This design comes from an exercise in tuning for small area, a short achievable clock period and few clock cycles per item on the open sky130 flow, not from production work. Power and IR drop assume default switching activity.

==> 02-28: inputs <==
==> flow/design.v <==
package pps_pkg;
   localparam int MAX_TASKS = 16;
   localparam int SLOT_W    = (MAX_TASKS > 1) ? $clog2(MAX_TASKS) : 1;
   localparam int CNT_W     = $clog2(MAX_TASKS + 1);
   localparam int TIME_W    = 16;
   localparam int PRIO_W    = 8;
   localparam int SUM_W     = 20;
   localparam int FCNT_W    = 5;
   localparam int SLOTF_W   = 4;
   localparam logic [TIME_W-1:0] TIME_MAX  = '1;
   localparam logic [FCNT_W-1:0] COUNT_MAX = '1;
   localparam logic OP_LOAD = 1'b0;
   localparam logic OP_TICK = 1'b1;
   localparam int AW = 24;
   function automatic logic [AW-1:0] add(input logic [AW-1:0] a, input logic [AW-1:0] b,
                                         input logic cin);
      logic [AW-1:0] g, p, gg, pp, s;
      int            k;
      g     = a & b;
      p     = a ^ b;
      gg    = g;
      pp    = p;
      gg[0] = g[0] | (p[0] & cin);
      for (int l = 0; l < $clog2(AW); l++) begin
         for (int i = 0; i < AW; i++) begin
            if (((i >> l) & 1) == 1) begin
               k     = ((i >> l) << l) - 1;
               gg[i] = gg[i] | (pp[i] & gg[k]);
               pp[i] = pp[i] & pp[k];
            end
         end
      end
      s[0] = p[0] ^ cin;
      for (int i = 1; i < AW; i++) s[i] = p[i] ^ gg[i-1];
      add = s;
   endfunction
   function automatic logic [AW-1:0] add3(input logic [AW-1:0] a, input logic [AW-1:0] b,
                                          input logic [AW-1:0] c, input logic c0,
                                          input logic cin);
      logic [AW-1:0] s, cy;
      s     = a ^ b ^ c;
      cy    = ((a & b) | (a & c) | (b & c)) << 1;
      cy[0] = c0;
      add3  = add(s, cy, cin);
   endfunction
endpackage
module pps_ram #(
   parameter int WIDTH = 8,
   parameter int DEPTH = 16
) (
   input  logic                             clock,
   input  logic                             wr_en,
   input  logic [$clog2(DEPTH)-1:0]         wr_addr,
   input  logic [WIDTH-1:0]                 wr_data,
   input  logic                             rd_en,
   input  logic [$clog2(DEPTH)-1:0]         rd_addr,
   output logic [WIDTH-1:0]                 rd_data
);
   logic [WIDTH-1:0] mem_ff [DEPTH];
   logic [WIDTH-1:0] rd_data_ff;
   always_ff @(posedge clock) begin
      if (wr_en) begin
         mem_ff[wr_addr] <= wr_data;
      end
      if (rd_en) begin
         rd_data_ff <= mem_ff[rd_addr];
      end
   end
   assign rd_data = rd_data_ff;
endmodule
module preemptive_priority_scheduler (
   input  logic                        clock,
   input  logic                        reset,
   input  logic                        req_valid,
   output logic                        req_ready,
   input  logic                        req_opcode,
   input  logic [pps_pkg::SLOTF_W-1:0] req_slot,
   input  logic [pps_pkg::TIME_W-1:0]  req_arrival_time,
   input  logic [pps_pkg::TIME_W-1:0]  req_burst_time,
   input  logic [pps_pkg::PRIO_W-1:0]  req_priority,
   output logic                        rsp_valid,
   input  logic                        rsp_ready,
   output logic                        rsp_ran,
   output logic [pps_pkg::SLOTF_W-1:0] rsp_ran_slot,
   output logic                        rsp_new_slice,
   output logic [pps_pkg::TIME_W-1:0]  rsp_slice_time,
   output logic                        rsp_finished,
   output logic [pps_pkg::TIME_W-1:0]  rsp_completion_time,
   output logic [pps_pkg::TIME_W-1:0]  rsp_turnaround,
   output logic [pps_pkg::TIME_W-1:0]  rsp_waiting,
   output logic [pps_pkg::SUM_W-1:0]   rsp_waiting_sum,
   output logic [pps_pkg::SUM_W-1:0]   rsp_turnaround_sum,
   output logic                        rsp_all_done,
   input  logic                        csr_wr_en,
   input  logic [pps_pkg::FCNT_W-1:0]  csr_wr_data
);
   localparam int N  = pps_pkg::MAX_TASKS;
   localparam int SW = pps_pkg::SLOT_W;
   localparam int TW = pps_pkg::TIME_W;
   localparam int PW = pps_pkg::PRIO_W;
   localparam int UW = pps_pkg::SUM_W;
   localparam int FW = pps_pkg::FCNT_W;
   localparam int AW = pps_pkg::AW;
   logic [TW-1:0] arr_q   [N];
   logic [TW:0]   ab_q    [N];
   logic [PW-1:0] prio_q  [N];
   logic [TW-1:0] rem_q   [N];
   logic [N-1:0]  run_q;
   logic [N-1:0]  arrv_q;
   logic          beat_q  [N][N];
   logic [N-1:0]  dec_q;
   logic [TW-1:0] pend_q;
   logic          pend2_q;
   logic [TW-1:0] now_q;
   logic [TW-1:0] nowp1_q;
   logic [SW-1:0] last_q;
   logic          last_vld_q;
   logic [FW-1:0] fin_cnt_q;
   logic [FW-1:0] task_q;
   logic          v1_q;
   logic          r1_ran_q;
   logic [SW-1:0] r1_slot_q;
   logic          r1_newsl_q;
   logic          r1_fin_q;
   logic          r1_nsat_q;
   logic [TW-1:0] r1_arr_q;
   logic [TW:0]   r1_ab_q;
   logic          v2_q;
   logic          r2_ran_q;
   logic [SW-1:0] r2_slot_q;
   logic          r2_newsl_q;
   logic          r2_fin_q;
   logic [TW-1:0] r2_slice_q;
   logic [TW-1:0] r2_comp_q;
   logic [TW-1:0] r2_tat_q;
   logic [TW-1:0] r2_wt_q;
   logic          r2_done_q;
   logic          v3_q;
   logic          o_ran_q;
   logic [SW-1:0] o_slot_q;
   logic          o_newsl_q;
   logic [TW-1:0] o_slice_q;
   logic          o_fin_q;
   logic [TW-1:0] o_comp_q;
   logic [TW-1:0] o_tat_q;
   logic [TW-1:0] o_wt_q;
   logic [UW-1:0] o_wsum_q;
   logic [UW-1:0] o_tsum_q;
   logic          o_done_q;
   logic          adv;
   logic          acc;
   logic          acc_tick;
   logic          acc_load;
   assign adv       = !v3_q || rsp_ready;
   assign req_ready = adv;
   assign acc       = req_valid && adv;
   assign acc_tick  = acc && (req_opcode == pps_pkg::OP_TICK);
   assign acc_load  = acc && (req_opcode == pps_pkg::OP_LOAD);
   logic [N-1:0]  ready;
   logic [N-1:0]  win;
   logic [N-1:0]  one;
   logic          ran;
   logic          fin;
   logic          win_pend;
   logic [SW-1:0] slot_enc;
   logic [TW-1:0] arr_w;
   logic [TW:0]   ab_w;
   logic [TW-1:0] rem_w;
   assign ready = run_q & arrv_q;
   always_comb begin
      for (int i = 0; i < N; i++) begin
         win[i] = ready[i];
         for (int j = 0; j < N; j++) begin
            if (j < i) win[i] = win[i] & (!ready[j] | !beat_q[j][i]);
            if (j > i) win[i] = win[i] & (!ready[j] | beat_q[i][j]);
         end
         one[i] = dec_q[i] ? (rem_q[i] == TW'(2)) : (rem_q[i] == TW'(1));
      end
   end
   always_comb begin
      slot_enc = '0;
      arr_w    = '0;
      ab_w     = '0;
      rem_w    = '0;
      for (int i = 0; i < N; i++) begin
         if (win[i]) slot_enc = slot_enc | SW'(i);
         arr_w   = arr_w   | (arr_q[i]   & {TW{win[i]}});
         ab_w    = ab_w    | (ab_q[i]    & {(TW+1){win[i]}});
         rem_w   = rem_w   | (rem_q[i]   & {TW{win[i]}});
      end
   end
   assign ran      = |ready;
   assign fin      = |(win & one);
   assign win_pend = |(win & dec_q);
   logic [N-1:0]  kl;
   logic [TW:0]   ld_ab;
   logic [AW-1:0] ld_diff;
   logic          ld_arrv;
   logic [N-1:0]  ld_sel;
   always_comb begin
      for (int j = 0; j < N; j++) begin
         kl[j]     = {prio_q[j], SW'(j)} < {req_priority, req_slot};
         ld_sel[j] = acc_load && (req_slot == SW'(j));
      end
   end
   assign ld_ab   = (TW+1)'(pps_pkg::add(AW'(req_arrival_time), AW'(req_burst_time), 1'b0));
   assign ld_diff = pps_pkg::add(AW'(now_q), (~(AW'(req_arrival_time))), 1'b1);
   assign ld_arrv = !ld_diff[AW-1];
   logic [TW-1:0] rem_wd;
   logic [N-1:0]  rem_we;
   assign rem_wd = acc_load ? req_burst_time
                            : TW'(pps_pkg::add(AW'(pend_q), {{(AW-1){1'b1}}, !pend2_q}, 1'b0));
   assign rem_we = acc_load ? ld_sel : dec_q;
   always_ff @(posedge clock) begin
      for (int i = 0; i < N; i++) begin
         if (ld_sel[i]) begin
            arr_q[i]   <= req_arrival_time;
            ab_q[i]    <= ld_ab;
            prio_q[i]  <= req_priority;
         end
         if (rem_we[i]) rem_q[i] <= rem_wd;
         if (ld_sel[i]) begin
            arrv_q[i] <= ld_arrv;
         end else if (acc_tick && (arr_q[i] == nowp1_q)) begin
            arrv_q[i] <= 1'b1;
         end
         for (int j = 0; j < N; j++) begin
            if (j > i) begin
               if (ld_sel[i]) beat_q[i][j] <= !kl[j];
               else if (ld_sel[j]) beat_q[i][j] <= kl[i];
            end
         end
      end
   end
   always_ff @(posedge clock) begin
      if (reset) begin
         run_q <= '0;
         dec_q <= '0;
      end else begin
         for (int i = 0; i < N; i++) begin
            if (ld_sel[i]) run_q[i] <= (req_burst_time != '0);
            else if (acc_tick && win[i] && one[i]) run_q[i] <= 1'b0;
         end
         if (acc_load) dec_q <= dec_q & ~ld_sel;
         else if (acc_tick) dec_q <= win;
         else dec_q <= '0;
      end
   end
   always_ff @(posedge clock) begin
      if (acc_tick) begin
         pend_q  <= rem_w;
         pend2_q <= win_pend;
      end
   end
   always_ff @(posedge clock) begin
      if (reset) begin
         now_q      <= '0;
         nowp1_q    <= TW'(1);
         last_q     <= '0;
         last_vld_q <= 1'b0;
         fin_cnt_q  <= '0;
         task_q     <= '0;
         v1_q       <= 1'b0;
      end else begin
         if (csr_wr_en) task_q <= csr_wr_data;
         if (acc_tick) begin
            now_q <= nowp1_q;
            if (nowp1_q != pps_pkg::TIME_MAX) nowp1_q <= nowp1_q + 1'b1;
            if (ran) begin
               last_q     <= slot_enc;
               last_vld_q <= 1'b1;
            end
            if (fin && (fin_cnt_q != pps_pkg::COUNT_MAX)) fin_cnt_q <= fin_cnt_q + 1'b1;
         end
         if (adv) v1_q <= acc;
      end
   end
   always_ff @(posedge clock) begin
      if (adv) begin
         r1_ran_q   <= acc_tick && ran;
         r1_slot_q  <= (acc_tick && ran) ? slot_enc : '0;
         r1_newsl_q <= acc_tick && ran && (!last_vld_q || (last_q != slot_enc));
         r1_fin_q   <= acc_tick && fin;
         r1_nsat_q  <= (now_q != pps_pkg::TIME_MAX);
         r1_arr_q   <= arr_w;
         r1_ab_q    <= ab_w;
      end
   end
   logic [AW-1:0] tat_d;
   logic [AW-1:0] wt_d;
   assign tat_d = pps_pkg::add(AW'(now_q), (~(AW'(r1_arr_q))), 1'b1);
   assign wt_d  = pps_pkg::add(AW'(now_q), (~(AW'(r1_ab_q))), 1'b1);
   always_ff @(posedge clock) begin
      if (reset) begin
         v2_q <= 1'b0;
      end else if (adv) begin
         v2_q <= v1_q;
      end
   end
   always_ff @(posedge clock) begin
      if (adv) begin
         r2_ran_q   <= r1_ran_q;
         r2_slot_q  <= r1_slot_q;
         r2_newsl_q <= r1_newsl_q;
         r2_fin_q   <= v1_q && r1_fin_q;
         r2_slice_q <= r1_ran_q ? (r1_nsat_q ? TW'(pps_pkg::add(AW'(now_q), '1, 1'b0)) : now_q)
                                : '0;
         r2_comp_q  <= r1_fin_q ? now_q : '0;
         r2_tat_q   <= r1_fin_q ? tat_d[TW-1:0] : '0;
         r2_wt_q    <= (r1_fin_q && !wt_d[AW-1]) ? wt_d[TW-1:0] : '0;
         r2_done_q  <= (fin_cnt_q == task_q);
      end
   end
   logic [AW-1:0] tsum_d;
   logic [AW-1:0] wsum_d;
   assign tsum_d = pps_pkg::add(AW'(o_tsum_q), AW'(r2_tat_q), 1'b0);
   assign wsum_d = pps_pkg::add(AW'(o_wsum_q), AW'(r2_wt_q), 1'b0);
   always_ff @(posedge clock) begin
      if (reset) begin
         v3_q     <= 1'b0;
         o_wsum_q <= '0;
         o_tsum_q <= '0;
      end else if (adv) begin
         v3_q <= v2_q;
         if (v2_q && r2_fin_q) begin
            o_tsum_q <= tsum_d[UW] ? '1 : tsum_d[UW-1:0];
            o_wsum_q <= wsum_d[UW] ? '1 : wsum_d[UW-1:0];
         end
      end
   end
   always_ff @(posedge clock) begin
      if (adv) begin
         o_ran_q   <= r2_ran_q;
         o_slot_q  <= r2_slot_q;
         o_newsl_q <= r2_newsl_q;
         o_slice_q <= r2_slice_q;
         o_fin_q   <= r2_fin_q;
         o_comp_q  <= r2_comp_q;
         o_tat_q   <= r2_tat_q;
         o_wt_q    <= r2_wt_q;
         o_done_q  <= r2_done_q;
      end
   end
   assign rsp_valid           = v3_q;
   assign rsp_ran             = o_ran_q;
   assign rsp_ran_slot        = o_slot_q;
   assign rsp_new_slice       = o_newsl_q;
   assign rsp_slice_time      = o_slice_q;
   assign rsp_finished        = o_fin_q;
   assign rsp_completion_time = o_comp_q;
   assign rsp_turnaround      = o_tat_q;
   assign rsp_waiting         = o_wt_q;
   assign rsp_waiting_sum     = o_wsum_q;
   assign rsp_turnaround_sum  = o_tsum_q;
   assign rsp_all_done        = o_done_q;
endmodule
==> flow/run.sh <==
#!/bin/bash
# synth_recipe.tcl (not shown) runs the flow's synth.tcl, then flattens the netlist and writes it again
# the make line also repeats each setting of config.mk as NAME=value (left out here)
make -C /OpenROAD-flow-scripts/flow DESIGN_CONFIG=/design/flow/config.mk WORK_HOME=/design/flow/orfs CLKGATE_MAP_FILE= SYNTH_SCRIPT=/design/flow/synth_recipe.tcl finish
==> flow/config.mk <==
export PLATFORM = sky130hd
export DESIGN_NAME = preemptive_priority_scheduler
export DESIGN_NICKNAME = preemptive_priority_scheduler
export VERILOG_FILES = /design/flow/design.v
export SDC_FILE = /design/flow/constraint.sdc
export NUM_CORES = 4
export LEC_CHECK = 0
export CAP_MARGIN = 20
export CORE_MARGIN = 2
export CORE_UTILIZATION = 55
export CTS_BUF_LIST = sky130_fd_sc_hd__clkbuf_8
export SETUP_SLACK_MARGIN = 2.8
export SLEW_MARGIN = 20
==> flow/constraint.sdc <==
create_clock -name core_clock -period 6.0 [get_ports {clock}]
set_input_delay 1.2000 -clock core_clock [delete_from_list [all_inputs] [get_ports {clock}]]
set_output_delay 1.2000 -clock core_clock [all_outputs]
set_load 0.01 [all_outputs]
==> 06-13: changes against 02-28 <==
--- a/flow/design.v
+++ b/flow/design.v
@@ -44,4 +44,24 @@
       add3  = add(s, cy, cin);
    endfunction
+   function automatic logic [15:0] dec12(input logic [15:0] x, input logic two);
+      logic [15:0] z;
+      logic [15:0] m;
+      z[0] = !two;
+      for (int k = 1; k < 16; k++) begin
+         m    = (16'(1) << k) - 16'(2);
+         z[k] = !(|(x & m)) & (two | !x[0]);
+      end
+      dec12 = x ^ z;
+   endfunction
+   function automatic logic [15:0] inc16(input logic [15:0] x);
+      logic [15:0] z;
+      logic [15:0] m;
+      z[0] = 1'b1;
+      for (int k = 1; k < 16; k++) begin
+         m    = (16'(1) << k) - 16'(1);
+         z[k] = &(x | ~m);
+      end
+      inc16 = x ^ z;
+   endfunction
 endpackage
 module pps_ram #(
@@ -131,6 +151,6 @@
    logic          r2_newsl_q;
    logic          r2_fin_q;
-   logic [TW-1:0] r2_slice_q;
-   logic [TW-1:0] r2_comp_q;
+   logic [TW-1:0] r2_now_q;
+   logic          r2_nsat_q;
    logic [TW-1:0] r2_tat_q;
    logic [TW-1:0] r2_wt_q;
@@ -198,7 +218,20 @@
    logic          ld_arrv;
    logic [N-1:0]  ld_sel;
+   function automatic logic key_lt(input logic [PW-1:0] a, input logic [PW-1:0] b,
+                                   input logic tie);
+      logic [3:0] glt, geq;
+      logic       r;
+      for (int g = 0; g < 4; g++) begin
+         glt[g] = (!a[2*g+1] & b[2*g+1]) |
+                  (!(a[2*g+1] ^ b[2*g+1]) & !a[2*g] & b[2*g]);
+         geq[g] = !(a[2*g+1] ^ b[2*g+1]) & !(a[2*g] ^ b[2*g]);
+      end
+      r = tie;
+      for (int g = 0; g < 4; g++) r = glt[g] | (geq[g] & r);
+      key_lt = r;
+   endfunction
    always_comb begin
       for (int j = 0; j < N; j++) begin
-         kl[j]     = {prio_q[j], SW'(j)} < {req_priority, req_slot};
+         kl[j]     = key_lt(prio_q[j], req_priority, SW'(j) < req_slot);
          ld_sel[j] = acc_load && (req_slot == SW'(j));
       end
@@ -210,5 +243,5 @@
    logic [N-1:0]  rem_we;
    assign rem_wd = acc_load ? req_burst_time
-                            : TW'(pps_pkg::add(AW'(pend_q), {{(AW-1){1'b1}}, !pend2_q}, 1'b0));
+                            : pps_pkg::dec12(pend_q, pend2_q);
    assign rem_we = acc_load ? ld_sel : dec_q;
    always_ff @(posedge clock) begin
@@ -266,5 +299,5 @@
          if (acc_tick) begin
             now_q <= nowp1_q;
-            if (nowp1_q != pps_pkg::TIME_MAX) nowp1_q <= nowp1_q + 1'b1;
+            if (nowp1_q != pps_pkg::TIME_MAX) nowp1_q <= pps_pkg::inc16(nowp1_q);
             if (ran) begin
                last_q     <= slot_enc;
@@ -304,7 +337,6 @@
          r2_newsl_q <= r1_newsl_q;
          r2_fin_q   <= v1_q && r1_fin_q;
-         r2_slice_q <= r1_ran_q ? (r1_nsat_q ? TW'(pps_pkg::add(AW'(now_q), '1, 1'b0)) : now_q)
-                                : '0;
-         r2_comp_q  <= r1_fin_q ? now_q : '0;
+         r2_now_q   <= now_q;
+         r2_nsat_q  <= r1_nsat_q;
          r2_tat_q   <= r1_fin_q ? tat_d[TW-1:0] : '0;
          r2_wt_q    <= (r1_fin_q && !wt_d[AW-1]) ? wt_d[TW-1:0] : '0;
@@ -334,7 +366,9 @@
          o_slot_q  <= r2_slot_q;
          o_newsl_q <= r2_newsl_q;
-         o_slice_q <= r2_slice_q;
+         o_slice_q <= r2_ran_q ? (r2_nsat_q ? TW'(pps_pkg::add(AW'(r2_now_q), '1, 1'b0))
+                                            : r2_now_q)
+                               : '0;
          o_fin_q   <= r2_fin_q;
-         o_comp_q  <= r2_comp_q;
+         o_comp_q  <= r2_fin_q ? r2_now_q : '0;
          o_tat_q   <= r2_tat_q;
          o_wt_q    <= r2_wt_q;
==> flow/flow/run.sh (new file) <==
#!/bin/bash
# Own layout flow: the standard flow (standard synthesis unchanged), with plain
# buf_4 cells as the input and output port buffers instead of the default choice.
# make's full output goes to flow_make.log in the work folder; ORFS keeps each step's
# log under orfs/logs/.
set -euo pipefail
bash standard.sh "BUFFER_PORTS_ARGS=-buffer_cell sky130_fd_sc_hd__buf_4" finish > flow_make.log 2>&1
==> flow/standard.sh (new file) <==
#!/bin/bash
# synth_recipe.tcl (not shown) runs the flow's synth.tcl, then flattens the netlist and writes it again
# the make line also repeats each setting of config.mk as NAME=value (left out here)
make -C /OpenROAD-flow-scripts/flow DESIGN_CONFIG=/design/flow/config.mk WORK_HOME=/design/flow/orfs CLKGATE_MAP_FILE= SYNTH_SCRIPT=/design/flow/synth_recipe.tcl "${@:-finish}"
--- a/flow/config.mk
+++ b/flow/config.mk
@@ -8,6 +8,7 @@
 export CAP_MARGIN = 20
 export CORE_MARGIN = 2
-export CORE_UTILIZATION = 55
-export CTS_BUF_LIST = sky130_fd_sc_hd__clkbuf_8
-export SETUP_SLACK_MARGIN = 2.8
+export CORE_UTILIZATION = 40
+export CTS_CLUSTER_DIAMETER = 80
+export CTS_CLUSTER_SIZE = 22
+export SETUP_SLACK_MARGIN = 3.0
 export SLEW_MARGIN = 20
removed: flow/run.sh
==> qor summary <==
quantity                                                                                                     06-13                    02-28
Met3 track demand over resource in global routing                                                            5.30%                    10.8%
Met1 routed wirelength after detailed routing                                                              85.8 mm                  83.8 mm
Final min period                                                                                           3.48 ns                  3.23 ns
Combinational fraction of design power                                                                        7.1%                     6.2%
Share of cell area taken by flip-flops and latches                                                           55.0%                    55.4%
Non-filler instance count after layout                                                                        7001                     6671
Proportion of synthesized area in mux cells                                                                 0.279%                   0.130%
Initial Util                                                                                                 40.2%                    55.5%
Inverters                                                                                                      214                      124
Top fanout value on the critical path                                                                            8                       10
Worst setup endpoint                                                                                 rem_q[11][13]              ab_q[9][15]
Worst setup margin                                                                                         2.52 ns                  2.77 ns
Net switching power                                                                                        4.32 mW                  4.79 mW
Synth Instances                                                                                               4606                     4554
Status                                                                                     complete, no violations  complete, no violations
Met3 wire length                                                                                           24.0 mm                  28.2 mm
Pin count of the biggest net entering global routing                                                            71                       75
Maximum operating frequency                                                                              0.287 GHz                0.310 GHz
Post-CTS clock slew at the launch and capture registers of the worst setup and hold paths                  0.09 ns                  0.06 ns
Vias per Instance                                                                                             6.24                     6.72
Placed insts                                                                                                  6650                     6122
CLK BUF                                                                                                        101                      234
Fin util                                                                                                     47.4%                    65.1%
Well Taps                                                                                                     2030                     1488
No run of this note included a check of the RTL's function; only the layout flow was run.

[afterwards: timing with drivers on the ports]
The flow's constraints put no driver on any port. The routed layouts listed below were extracted and timed again, unchanged, in two steps. Step 1, drivers: a clkbuf_16 drives clock and a buf_2 each remaining input, both assumed. Step 2 times the ports against the registers' clock, not the clock port: input delays grow and output delays shrink by t, the midpoint of the rising clock arrivals with the driver on. a / b / c = ideal ports / drivers / drivers and shift; a / b = the first two.
| run | shift t [ns] | slack for setup (ns) | pins driven straight from the clock port |
|---|---|---|---|
| 02-28 | 1.010 | 2.774 / 2.741 / 1.731 | 1 |
| 06-13 | 0.806 | 2.519 / 2.519 / 2.078 | 1 |
After both steps setup and hold are still met in every run listed. The setup slack of 02-28, which loses most, moves by -0.033 ns with the drivers and by -1.043 ns with both steps.
